What follows belongs to an exercise in optimizing a design on an open flow for small area, a short achievable clock period and few clock cycles per item; a production flow would make more cautious choices.
The RTL was checked by simulation tests, not by an equivalence proof against the original design.
Power is estimated from default activity; no workload was simulated.

### design/flow/run.sh
#!/bin/bash
# synth_recipe.tcl (not shown) runs the flow's synth.tcl, then flattens the netlist and writes it again
# the make line also repeats each setting of config.mk as NAME=value (left out here)
make -C /OpenROAD-flow-scripts/flow DESIGN_CONFIG=/design/flow/config.mk WORK_HOME=/design/flow/orfs CLKGATE_MAP_FILE= SYNTH_SCRIPT=/design/flow/synth_recipe.tcl finish
### design/flow/config.mk
export PLATFORM = sky130hd
export DESIGN_NAME = greedy_box_suppression
export DESIGN_NICKNAME = greedy_box_suppression
export VERILOG_FILES = /design/flow/design.v
export SDC_FILE = /design/flow/constraint.sdc
export NUM_CORES = 4
export LEC_CHECK = 0
export CAP_MARGIN = 20
export CORE_MARGIN = 2
export CORE_UTILIZATION = 40
export PLACE_DENSITY = 0.6
export SLEW_MARGIN = 20
### design/flow/constraint.sdc
create_clock -name core_clock -period 9.0 [get_ports {clk}]
set_input_delay 1.8000 -clock core_clock [delete_from_list [all_inputs] [get_ports {clk}]]
set_output_delay 1.8000 -clock core_clock [all_outputs]
set_load 0.01 [all_outputs]
### design/flow/design.v
`timescale 1ns / 1ps
package gbs_pkg;
  localparam int COORD_W          = 12;
  localparam int AREA_W           = 2 * COORD_W;
  localparam int UNION_W          = AREA_W + 1;
  localparam int THR_W            = 9;
  localparam int TOTAL_W          = 7;
  localparam int MAX_ACCEPTED_DEF = 64;
  localparam logic [THR_W-1:0] THR_RESET = 9'd128;
  typedef struct packed {
    logic [COORD_W-1:0] left;
    logic [COORD_W-1:0] top;
    logic [COORD_W-1:0] width;
    logic [COORD_W-1:0] height;
  } box_t;
  localparam int BOX_W = 4 * COORD_W;
  typedef struct packed {
    logic               first_of_set;
    box_t               box;
    logic [AREA_W-1:0]  area;
  } item_t;
  typedef struct packed {
    logic busy;
    logic hit;
  } iou_status_t;
endpackage
`timescale 1ns / 1ps
module gbs_ram #(
  parameter int WIDTH = 48,
  parameter int DEPTH = 64
) (
  input  logic                                   clk,
  input  logic                                   we,
  input  logic [((DEPTH > 1) ? $clog2(DEPTH) : 1)-1:0] waddr,
  input  logic [WIDTH-1:0]                       wdata,
  input  logic                                   re,
  input  logic [((DEPTH > 1) ? $clog2(DEPTH) : 1)-1:0] raddr,
  output logic [WIDTH-1:0]                       rdata
);
  logic [WIDTH-1:0] mem [0:DEPTH-1];
  always_ff @(posedge clk) begin
    if (we) begin
      mem[waddr] <= wdata;
    end
  end
  always_ff @(posedge clk) begin
    if (re) begin
      rdata <= mem[raddr];
    end
  end
endmodule
`timescale 1ns / 1ps
import gbs_pkg::*;
module gbs_iou (
  input  logic                       clk,
  input  logic                       rst,
  input  logic                       rd_issue,
  input  gbs_pkg::box_t              stored,
  input  gbs_pkg::box_t              cand,
  input  logic [gbs_pkg::AREA_W-1:0] cand_area,
  input  logic [gbs_pkg::THR_W-1:0]  thr,
  output gbs_pkg::iou_status_t       status
);
  localparam int PROD_W = THR_W + UNION_W;
  logic v0, v1, v2, v3, v4;
  logic [COORD_W-1:0] ow1, oh1;
  logic [AREA_W-1:0]  area_s1;
  logic [AREA_W-1:0]  inter2, area_s2;
  logic [AREA_W-1:0]  inter3;
  logic [UNION_W-1:0] uni3;
  logic               hit4;
  logic [PROD_W-1:0]  prod;
  logic [PROD_W-1:0]  inter_sh;
  function automatic logic [COORD_W-1:0] span_overlap(
    input logic [COORD_W-1:0] a0,
    input logic [COORD_W-1:0] alen,
    input logic [COORD_W-1:0] b0,
    input logic [COORD_W-1:0] blen
  );
    logic [COORD_W:0] lo;
    logic [COORD_W:0] ae;
    logic [COORD_W:0] be;
    logic [COORD_W:0] hi;
    logic [COORD_W:0] diff;
    lo   = (a0 > b0) ? {1'b0, a0} : {1'b0, b0};
    ae   = {1'b0, a0} + {1'b0, alen};
    be   = {1'b0, b0} + {1'b0, blen};
    hi   = (ae < be) ? ae : be;
    diff = hi - lo;
    span_overlap = (hi > lo) ? diff[COORD_W-1:0] : '0;
  endfunction
  always_ff @(posedge clk) begin
    if (rst) begin
      v0 <= 1'b0;
      v1 <= 1'b0;
      v2 <= 1'b0;
      v3 <= 1'b0;
      v4 <= 1'b0;
    end else begin
      v0 <= rd_issue;
      v1 <= v0;
      v2 <= v1;
      v3 <= v2;
      v4 <= v3;
    end
  end
  always_ff @(posedge clk) begin
    ow1     <= span_overlap(stored.left, stored.width, cand.left, cand.width);
    oh1     <= span_overlap(stored.top, stored.height, cand.top, cand.height);
    area_s1 <= AREA_W'(stored.width) * AREA_W'(stored.height);
  end
  always_ff @(posedge clk) begin
    inter2  <= AREA_W'(ow1) * AREA_W'(oh1);
    area_s2 <= area_s1;
  end
  always_ff @(posedge clk) begin
    uni3   <= UNION_W'(area_s2) + UNION_W'(cand_area) - UNION_W'(inter2);
    inter3 <= inter2;
  end
  assign prod     = PROD_W'(thr) * PROD_W'(uni3);
  assign inter_sh = PROD_W'({inter3, 8'b0});
  always_ff @(posedge clk) begin
    if (rst) begin
      hit4 <= 1'b0;
    end else begin
      hit4 <= v3 && (uni3 != '0) && !(inter_sh < prod);
    end
  end
  assign status.busy = v0 | v1 | v2 | v3 | v4;
  assign status.hit  = v4 & hit4;
endmodule
`timescale 1ns / 1ps
import gbs_pkg::*;
module gbs_front (
  input  logic                        clk,
  input  logic                        rst,
  input  logic                        in_valid,
  output logic                        in_ready,
  input  logic                        first_of_set,
  input  logic [gbs_pkg::COORD_W-1:0] box_left,
  input  logic [gbs_pkg::COORD_W-1:0] box_top,
  input  logic [gbs_pkg::COORD_W-1:0] box_width,
  input  logic [gbs_pkg::COORD_W-1:0] box_height,
  output logic                        q_valid,
  input  logic                        q_pop,
  output gbs_pkg::item_t              q_item
);
  gbs_pkg::item_t       entry0;
  gbs_pkg::item_t       entry1;
  logic        wptr;
  logic        rptr;
  logic [1:0]  fill;
  gbs_pkg::item_t       item_in;
  logic        push;
  always_comb begin
    item_in.first_of_set = first_of_set;
    item_in.box.left     = box_left;
    item_in.box.top      = box_top;
    item_in.box.width    = box_width;
    item_in.box.height   = box_height;
    item_in.area         = AREA_W'(box_width) * AREA_W'(box_height);
  end
  assign in_ready = (fill != 2'd2);
  assign push     = in_valid && in_ready;
  assign q_valid  = (fill != 2'd0);
  assign q_item   = rptr ? entry1 : entry0;
  always_ff @(posedge clk) begin
    if (push && !wptr) begin
      entry0 <= item_in;
    end
    if (push && wptr) begin
      entry1 <= item_in;
    end
  end
  always_ff @(posedge clk) begin
    if (rst) begin
      wptr <= 1'b0;
      rptr <= 1'b0;
      fill <= 2'd0;
    end else begin
      if (push) begin
        wptr <= ~wptr;
      end
      if (q_pop) begin
        rptr <= ~rptr;
      end
      unique case ({push, q_pop})
        2'b10:   fill <= fill + 2'd1;
        2'b01:   fill <= fill - 2'd1;
        default: fill <= fill;
      endcase
    end
  end
endmodule
`timescale 1ns / 1ps
import gbs_pkg::*;
module gbs_back #(
  parameter int MAX_ACCEPTED = gbs_pkg::MAX_ACCEPTED_DEF
) (
  input  logic                        clk,
  input  logic                        rst,
  input  logic [gbs_pkg::THR_W-1:0]   thr,
  input  logic                        q_valid,
  output logic                        q_pop,
  input  gbs_pkg::item_t              q_item,
  output logic                        out_valid,
  input  logic                        out_ready,
  output logic                        accepted,
  output logic                        store_full,
  output logic [gbs_pkg::TOTAL_W-1:0] accepted_total
);
  localparam int CW = $clog2(MAX_ACCEPTED + 1);
  localparam int AW = (MAX_ACCEPTED > 1) ? $clog2(MAX_ACCEPTED) : 1;
  localparam logic [CW-1:0] COUNT_MAX = CW'(MAX_ACCEPTED);
  typedef enum logic [3:0] {
    ST_IDLE  = 4'b0001,
    ST_SCAN  = 4'b0010,
    ST_DRAIN = 4'b0100,
    ST_DONE  = 4'b1000
  } state_t;
  state_t      state, state_next;
  gbs_pkg::item_t       cand;
  logic [CW-1:0] count;
  logic [CW-1:0] idx;
  logic        sup;
  logic        rd_issue;
  logic        wr_en;
  logic        commit;
  logic        room;
  logic [BOX_W-1:0] rd_data;
  gbs_pkg::box_t        stored;
  gbs_pkg::iou_status_t status;
  assign room     = (count != COUNT_MAX);
  assign q_pop    = (state == ST_IDLE) && q_valid;
  assign rd_issue = (state == ST_SCAN) && (idx != count);
  assign commit   = (state == ST_DONE) && (!out_valid || out_ready);
  assign wr_en    = commit && !sup && room;
  assign stored   = gbs_pkg::box_t'(rd_data);
  gbs_ram #(
    .WIDTH (BOX_W),
    .DEPTH (MAX_ACCEPTED)
  ) u_store (
    .clk   (clk),
    .we    (wr_en),
    .waddr (count[AW-1:0]),
    .wdata (cand.box),
    .re    (rd_issue),
    .raddr (idx[AW-1:0]),
    .rdata (rd_data)
  );
  gbs_iou u_iou (
    .clk       (clk),
    .rst       (rst),
    .rd_issue  (rd_issue),
    .stored    (stored),
    .cand      (cand.box),
    .cand_area (cand.area),
    .thr       (thr),
    .status    (status)
  );
  always_comb begin
    state_next = state;
    unique case (state)
      ST_IDLE:  if (q_valid) state_next = ST_SCAN;
      ST_SCAN:  if (idx == count) state_next = ST_DRAIN;
      ST_DRAIN: if (!status.busy) state_next = ST_DONE;
      ST_DONE:  if (commit) state_next = ST_IDLE;
      default:  state_next = ST_IDLE;
    endcase
  end
  always_ff @(posedge clk) begin
    if (rst) begin
      state <= ST_IDLE;
      count <= '0;
      idx   <= '0;
      sup   <= 1'b0;
    end else begin
      state <= state_next;
      if (q_pop) begin
        idx <= '0;
        sup <= 1'b0;
        if (q_item.first_of_set) begin
          count <= '0;
        end
      end else begin
        if (rd_issue) begin
          idx <= idx + CW'(1);
        end
        if (status.hit) begin
          sup <= 1'b1;
        end
        if (wr_en) begin
          count <= count + CW'(1);
        end
      end
    end
  end
  always_ff @(posedge clk) begin
    if (q_pop) begin
      cand <= q_item;
    end
  end
  always_ff @(posedge clk) begin
    if (rst) begin
      out_valid <= 1'b0;
    end else if (commit) begin
      out_valid <= 1'b1;
    end else if (out_ready) begin
      out_valid <= 1'b0;
    end
  end
  always_ff @(posedge clk) begin
    if (commit) begin
      accepted       <= !sup;
      store_full     <= !sup && !room;
      accepted_total <= wr_en ? TOTAL_W'(count + CW'(1)) : TOTAL_W'(count);
    end
  end
endmodule
`timescale 1ns / 1ps
import gbs_pkg::*;
module greedy_box_suppression #(
  parameter int MAX_ACCEPTED = gbs_pkg::MAX_ACCEPTED_DEF
) (
  input  logic                        clk,
  input  logic                        rst,
  input  logic                        cfg_we,
  input  logic [gbs_pkg::THR_W-1:0]   cfg_wdata,
  input  logic                        in_valid,
  output logic                        in_ready,
  input  logic                        first_of_set,
  input  logic [gbs_pkg::COORD_W-1:0] box_left,
  input  logic [gbs_pkg::COORD_W-1:0] box_top,
  input  logic [gbs_pkg::COORD_W-1:0] box_width,
  input  logic [gbs_pkg::COORD_W-1:0] box_height,
  output logic                        out_valid,
  input  logic                        out_ready,
  output logic                        accepted,
  output logic                        store_full,
  output logic [gbs_pkg::TOTAL_W-1:0] accepted_total
);
  logic [THR_W-1:0] iou_threshold;
  logic             q_valid;
  logic             q_pop;
  gbs_pkg::item_t            q_item;
  always_ff @(posedge clk) begin
    if (rst) begin
      iou_threshold <= THR_RESET;
    end else if (cfg_we) begin
      iou_threshold <= cfg_wdata;
    end
  end
  gbs_front u_front (
    .clk          (clk),
    .rst          (rst),
    .in_valid     (in_valid),
    .in_ready     (in_ready),
    .first_of_set (first_of_set),
    .box_left     (box_left),
    .box_top      (box_top),
    .box_width    (box_width),
    .box_height   (box_height),
    .q_valid      (q_valid),
    .q_pop        (q_pop),
    .q_item       (q_item)
  );
  gbs_back #(
    .MAX_ACCEPTED (MAX_ACCEPTED)
  ) u_back (
    .clk            (clk),
    .rst            (rst),
    .thr            (iou_threshold),
    .q_valid        (q_valid),
    .q_pop          (q_pop),
    .q_item         (q_item),
    .out_valid      (out_valid),
    .out_ready      (out_ready),
    .accepted       (accepted),
    .store_full     (store_full),
    .accepted_total (accepted_total)
  );
endmodule
==> run summary <==
Yosys cell counts (all sizes together), types with 11 or more instances:
master  count  area share, %
a31oi      13          0.052
nand2     486            1.2
buf       115           0.31
o21bai     29           0.14
nor3       40           0.13
o211ai     12          0.057
nand2b     18          0.071
ha        413            3.3
nor2b      29           0.12
mux2       80           0.57
edfxtp   3347             64
nand4      24          0.095
xnor2     119           0.66
dfxtp     184            2.3
fa        492            6.2
mux2i      49           0.31
a21oi     165           0.52
or3        11          0.044
inv       735            1.8
a21o       73           0.35
o21ai      75           0.24
mux4     1008             14
o21a       20          0.095
nor2      213           0.51
nand3      38           0.12
clkbuf    267           0.64
xor2       62           0.34
and2      259            1.0
flip-flops by register name, summed over array words and instances, names as in the netlist, 12 cells and up:
signal / cells
u_back.u_iou.area_s1: 24
u_back.u_store.rdata: 48
u_front.entry1: 73
u_back.u_store.mem: 3072
u_back.u_iou.area_s2: 24
u_back.u_iou.oh1: 12
u_back.u_iou.uni3: 25
u_back.u_iou.inter2: 24
u_back.u_iou.inter3: 24
u_back.cand: 72
u_back.u_iou.ow1: 12
u_front.entry0: 73
worst min path at each step:
stage	from	end	slack, ns
floorplan	u_back.u_iou.area_s1[0]	u_back.u_iou.area_s2[0]	0.31
CTS	u_back.u_iou.area_s1[16]	u_back.u_iou.area_s2[16]	0.33
global placement	u_back.u_iou.area_s1[14]	u_back.u_iou.area_s2[14]	0.32
global route	u_back.u_iou.area_s1[12]	u_back.u_iou.area_s2[12]	0.33
finish	u_back.u_iou.area_s1[16]	u_back.u_iou.area_s2[16]	0.33
detailed placement	u_back.u_iou.area_s1[14]	u_back.u_iou.area_s2[14]	0.31
power breakdown:
group	internal, mW	switching [mW]
registers	20.7	0.824
logic	5.98	10.4
clock network	8.29	6.34
cells by family (layout without fill, tap and decap cells):
logic type	count (synthesis)	in the layout	share of synthesized area, %
DFF	3531	3531	66.1
xor gates and xnor gates	181	181	1.01
AOI/OAI and AO/OA	462	462	1.87
adders and majority gates	905	905	9.53
and+or+nand+nor	1168	1168	3.49
muxes	1137	1137	15.3
buffers and inverters	1117	1672	2.70
other	0	16	0
cell type report:
| cell class | count | area [um^2] |
|---|---|---|
| tap | 5220 | 6530 |
| clock inverter | 202 | 1710 |
| fill | 33000 | 215000 |
| clock buffer | 456 | 9720 |
| multi-input combinational | 3853 | 49600 |
| timing repair buffer | 279 | 3030 |
| sequential | 3531 | 104000 |
| inverter | 735 | 2760 |
| antenna | 16 | 40.0 |
through the flow:
stage | std cells | power [mW] | setup WS (ns) | hold slack, ns | cell area (um^2)
2_1_floorplan | 8501 | 32.8 | 2.24 | 0.310 | 158000
4_1_cts | 14300 | 52.8 | 1.58 | 0.327 | 178000
3_5_place_dp | 13600 | 38.0 | 1.08 | 0.313 | 166000
5_1_grt | 14300 | 55.4 | 0.974 | 0.334 | 178000
3_3_place_gp | 13600 | 37.6 | 1.01 | 0.316 | 166000
6_report | 14300 | 52.5 | 1.58 | 0.327 | 178000
layer usage:
metal | track usage, % | wire [um]
met1 | 30.1 | 176000
met2 | 35.9 | 212000
met3 | 3.22 | 34100
met4 | 6.38 | 13500
met5 | 0 | 80
==> out/metrics.cfg <==
[run_status]
status = complete, no violations

[cts]
cts.sink_count = 3531
htree_levels = 5
clk_pin_slew_ns = 0.06
postCtsSetupBuffers = 0
cts_tree = done
cts_buffers = 366
clk_latency_ns = 0.97
cts.path.max_buffers = 4
hold_buffers = 0
ctsRootBufferMaster = clkbuf_16
cts_resized = 0

[setup_path]
path_depth = 24
cp-start-kind = register
crit-reg2reg-capture = u_back.u_iou.ow1[7]
worstPathArrival_ns = 8.22
crit_chain = fa_1, a21o_1, a21oi_1, o21bai_1, a21oi_1, o21bai_1, a21oi_1, xnor2_1, inv_1, ha_1, nand3_1, o31a_1, o21ai_1, buf_4, mux2i_1, ha_1, a21o_1, a31o_2, a21oi_1, o21ai_0, a211o_1, or3_1, a21oi_1, nor2_1
crit_path_top_delay_cell = edfxtp_1
worst-r2r-setup-slack_ns = 1.58
required_ns = 9.80
path_delay_family = compound AO/OA/AOI/OAI gates
reg2regPathDepth = 24
end_kind = register
cpMostUsedCell = a21oi_1
r2r_start = u_back.cand[61]
endpoint = u_back.u_iou.ow1[7]
critical_path_class = reg -> reg
worst-path-max-fanout = 21
cp_num_buf_inv = 2
max_stage_delay_ns = 0.79
startpoint = u_back.cand[61]

[sta]
clock_skew_ns = 0.0969
setup_violations = 0
fmax_mhz = 135
finalMaxSlewViolations = 0
final_hold_viol_count = 0
rsz0062_at_grt = false
slew_headroom_pct = 15.8
period_needed_ns = 7.42
setup-tns-final_ns = 0
fin_crit_sh_pct = 82.4
tightest_slew_ns = 1.26

[finish]
nets = 9734
syn_to_final_growth_pct = 12.7
postLayoutCoreUtil_pct = 45.3
layout_common_cells = edfxtp_1 (3,347), mux4_2 (1,008), inv_1 (733), fa_1 (492), nand2_1 (486)
layout_commonest_cell = edfxtp_1
drive_above_1_share_pct = 20.9

[logic_synthesis]
yosys_warnings = 5
synth.avg_cell_area_um2 = 18.5
synth_area_mm2 = 0.158
synth_flop_cell = edfxtp_1
yosysUniqueCellTypes = 71
async_flop_share_pct = 0
synth_cells = 8501
ys_seq_area_share_pct = 66.1
ys_ff_latch = 3531
synth-edff-count = 3347
syn-num-nets = 9469

[detailed_routing]
via_count = 81200
dr.pass1.iters = 5
postRouteWirelength_um = 436000
drc_errors = 0
wire_per_inst_um = 30.5
route.antenna.remaining_nets = 0
drt_iter0_drc = 10000
viasPerCell = 5.68

[floorplan]
pin_count = 74
initial_core_util_pct = 40.2
fp-row-count = 230
core_mm2 = 0.392
die_h_um = 632
dieWidth_um = 632
die_area_mm2 = 0.399

[power_and_ir_drop]
p_per_area_mw_per_mm2 = 296
peakVddDrop_mv = 0.312
leakage_nw = 59.5

[job]
max-cap-violations = 0

[global_routing]
track_usage_pct = 21.8
grt_pass1_vias = 83800
globalRouteOverflowTotal = 0
antenna_found_initial = 29
grt_max_degree = 133
grt_pass1_wl_um = 620000

[hold_path]
hold_depth = 0
worstHoldPathType = reg -> reg

[placed_design]
io_buffers = 73
dp_hpwl_um = 258000
gp_congestion = 0.852

Testbench counts, summed over its fixed seeds: cycles 300,498, items 7,850.

## static timing again, ports no longer ideal
How much do the figures lean on ideal ports? The routed layout below was timed once more, with nothing changed but the port constraints. Step 1 (the two cells are an assumption about what drives the block):
set clk [get_ports {clk}]
set_driving_cell -lib_cell sky130_fd_sc_hd__clkbuf_16 $clk
set_driving_cell -lib_cell sky130_fd_sc_hd__buf_2 [delete_from_list [all_inputs] $clk]
Step 2 also shifts input and output timing later by t, the mid clock arrival at the registers, as if the neighbouring blocks saw the same clock. Slacks: no drivers / after step 1 / after step 2; pairs: no drivers / after step 1.
t (ns): 1.032
setup WS [ns]: 1.580 / 1.580 / 0.930
worst hold slack (ns): 0.327 / 0.327 / 0.327
worst setup path at the end: input to register
cell pins on the clock port's net: 1
After both steps setup and hold are still met in this run. For this run, drivers alone change the setup slack by 0.000 ns; drivers and shift together by -0.650 ns.
